Source: an optimization exercise on an open RTL-to-GDS flow (aim: a short achievable clock period and few clock cycles). Production flows keep margins and buffers that such runs may drop. In this exercise RTL edits were held to simulation tests only and were not proved equivalent to the original. Power figures rest on the tool's default switching activity, not on a simulated workload.

== the baseline ==
Design processor, start of the top module:
module processor (
    input  logic                            clock,
    input  logic                            rst,
    output logic [isaPkg::wordWidth-1:0]    address_imem,
    input  logic [isaPkg::wordWidth-1:0]    q_imem,
    output logic [isaPkg::wordWidth-1:0]    address_dmem,
    output logic [isaPkg::wordWidth-1:0]    data,
    output logic                            wren,
    input  logic [isaPkg::wordWidth-1:0]    q_dmem,
    output logic                            ctrl_writeEnable,
    output logic [isaPkg::regAddrWidth-1:0] ctrl_writeReg,
    output logic [isaPkg::regAddrWidth-1:0] ctrl_readRegA,
    output logic [isaPkg::regAddrWidth-1:0] ctrl_readRegB,
    output logic [isaPkg::wordWidth-1:0]    data_writeReg,
    input  logic [isaPkg::wordWidth-1:0]    data_readRegA,
    input  logic [isaPkg::wordWidth-1:0]    data_readRegB
);
Size in the first run: ~3200 cells after synthesis.
export LEC_CHECK = 0
export CAP_MARGIN = 20
export CORE_MARGIN = 2
export CORE_UTILIZATION = 40
export SETUP_SLACK_MARGIN = 3.0
export SLEW_MARGIN = 20
export SYNTH_HIERARCHICAL = 1
create_clock -name core_clock -period 5.5 [get_ports {clock}]
run.sh (not shown) runs the stock make flow with config.mk's settings and CLKGATE_MAP_FILE= SYNTH_SCRIPT=/design/flow/synth_recipe.tcl, a recipe that flattens the netlist after the stock synthesis.
Testbench counts of the baseline, summed over its fixed seeds: cycles 12,558.
Modified inputs, the candidate compared to the baseline
--- a/flow/design.v
+++ b/flow/design.v
@@ -200,15 +200,16 @@
     assign fImmD = {q_imem[16], q_imem[16:10]};
     addCarry #(.W(8))  uImmD  (.a(fImmD), .b(8'd0), .cin(1'b1), .sum(fImmDP1), .cout(cImmD));
     assign fImm = {{15{q_imem[16]}}, q_imem[16:0]};
     assign pc1  = {c1 ? pcTrueHi1 : pcTrueHi, lo1};
     logic [7:0]  bhtValid, bhtTaken;
     logic        fBltGuess;
     assign fBltGuess  = bhtValid[pcLo[2:0]] ? bhtTaken[pcLo[2:0]] : q_imem[16];
-    assign fPredTaken = fIsBne || (fIsBlt && fBltGuess);
+    logic [7:0]  exitNext;
+    assign fPredTaken = (fIsBne && !exitNext[pcLo[2:0]]) || (fIsBlt && fBltGuess);
     logic [9:0]  fNextLo;
     logic [21:0] fNextHi;
     logic [7:0]  fNextD, fNextDP1;
     logic        fNextC;
     always_comb begin
         fNextD   = 8'd0;
         fNextDP1 = 8'd1;
@@ -309,15 +310,21 @@
     notEqual uNe   (.a(data_readRegA), .b(data_readRegB), .ne(ne));
     notEqual uNeJr (.a(data_readRegB), .b({xAltHi, xAltLo}), .ne(neJr));
     lessThan uLt   (.a(data_readRegB), .b(data_readRegA), .lt(lt));
     assign xGo     = xLive && !mBltMiss;     
     assign brMiss  = xIsBne && !ne;
     assign jrMiss  = xIsJr && neJr;
     assign bltMiss = xIsBlt && (lt != xPredTaken);
-    assign redirect    = mBltMiss || (xGo && (brMiss || jrMiss));
+    logic kBneT, kBneN, kJr;
+    always_ff @(posedge clock) begin
+        kBneT <= !rst && !redirect && !(xGo && bltMiss) && fIsBne &&  fPredTaken;
+        kBneN <= !rst && !redirect && !(xGo && bltMiss) && fIsBne && !fPredTaken;
+        kJr   <= !rst && !redirect && !(xGo && bltMiss) && fIsJr;
+    end
+    assign redirect    = mBltMiss || (kBneT && !ne) || (kBneN && ne) || (kJr && neJr);
     always_comb begin
         if (mBltMiss) begin
             redirectLo = mAltLo;  redirectHi = mAltHi;  redirectC = mAltC;
             redirectD  = mAltD;   redirectDP1 = mAltDP1;
         end else if (xIsJr) begin
             redirectLo = data_readRegB[9:0];  redirectHi = data_readRegB[31:10];  redirectC = 1'b0;
             redirectD  = 8'd0;    redirectDP1 = 8'd1;
@@ -332,29 +339,31 @@
     logic [15:0] mLo, mHi0, mHi1;
     logic        mC16;
     logic        mSelLo, mSelHi0, mSelHi1, mSelLog;   
     logic [9:0]  mAltLo;
     logic [21:0] mAltHi;
     logic [7:0]  mAltD, mAltDP1;
     logic        mAltC;
-    logic        mBltDone, mBltTaken;
+    logic        mBltDone, mBltTaken, mBneDone, mBneEnding;
     logic [2:0]  mBhtIdx;
     always_ff @(posedge clock) begin
         if (rst) begin
             mWrites  <= 1'b0;
             mIsLoad  <= 1'b0;
             mIsStore <= 1'b0;
             mBltMiss <= 1'b0;
             mBltDone <= 1'b0;
+            mBneDone <= 1'b0;
         end else begin
             mWrites  <= xGo && xWrites;
             mIsLoad  <= xGo && xIsLoad;
             mIsStore <= xGo && xIsStore;
             mBltMiss <= xGo && bltMiss;
             mBltDone <= xGo && xIsBlt;
+            mBneDone <= xGo && xIsBne;
         end
     end
     always_ff @(posedge clock) begin
         mDest   <= xDest;
         mIsAdd  <= xIsAdd;
         mLo     <= sumLo;
         mHi0    <= sumHi0;
@@ -368,26 +377,34 @@
         mStore  <= data_readRegB;
         mAltLo  <= xAltLo;
         mAltHi  <= xAltHi;
         mAltD   <= xAltD;
         mAltDP1 <= xAltDP1;
         mAltC   <= xAltC;
         mBltTaken <= lt;
+        mBneEnding <= ne && xPortA == 5'd0 && data_readRegB == 32'd1;
         mBhtIdx   <= xBhtIdx;
     end
     always_ff @(posedge clock) begin
         if (rst) begin
             bhtValid <= '0;
         end else if (mBltDone) begin
             bhtValid[mBhtIdx] <= 1'b1;
         end
     end
     always_ff @(posedge clock) begin
         if (mBltDone) bhtTaken[mBhtIdx] <= mBltTaken;
     end
+    always_ff @(posedge clock) begin
+        if (rst) begin
+            exitNext <= '0;
+        end else if (mBneDone) begin
+            exitNext[mBhtIdx] <= mBneEnding;
+        end
+    end
     assign address_dmem     = {mC16 ? mHi1 : mHi0, mLo};
     assign data             = mStore;
     assign wren             = mIsStore;
     assign ctrl_writeEnable = mWrites;
     assign ctrl_writeReg    = mDest;
     assign data_writeReg    = ({32{mIsLoad}} & q_dmem)
                             | {({16{mSelHi0}} & mHi0) | ({16{mSelHi1}} & mHi1), {16{mSelLo}} & mLo}
Notes after the runs:
- Compared with the baseline, in the candidate longest individual stage delay on the worst path has increased, final weighted congestion in routability-driven placement has decreased, part of the cycle the worst path needs has increased.
- Critical path endpoint = data_writeReg[7]: the baseline; critical path endpoint = pcD[3]: the candidate
- The candidate: no failed stages, no open violations at the end
- Run comparison: the candidate cell type of the slowest stage on the worst timing path nor4_2; the baseline cell type of the slowest stage on the worst timing path a222oi_1
- Where synthesized area is concerned, the baseline is better than the candidate.
- Cell-internal power in the candidate vs the baseline: up 240 µW
Testbench counts of the candidate, summed over its fixed seeds: cycles 12,410.

==> static timing again, ports no longer ideal <==
The results above use ideal ports. As a check the final layouts listed here were re-extracted and re-timed, cells and wires unchanged.
Step 1: set_driving_cell puts a clkbuf_16 on clock and a buf_2 on each other input, an assumption about the parent block.
Step 2 also shifts input and output timing later by t, the mid clock arrival at the registers, as if the neighbouring blocks saw the same clock.
Three values: no drivers, after step 1, after step 2; two values: the first two.
| run | t, ns | setup WS [ns] | worst setup path at the end |
|---|---|---|---|
| the baseline | 0.668 | 2.686 / 2.647 / 2.109 | input to register |
| the candidate | 0.676 | 2.613 / 2.641 / 1.967 | input to register |
After both steps every run listed still meets setup and hold. For the candidate, which loses most, drivers alone change the setup slack by +0.028 ns; drivers and shift together by -0.646 ns.
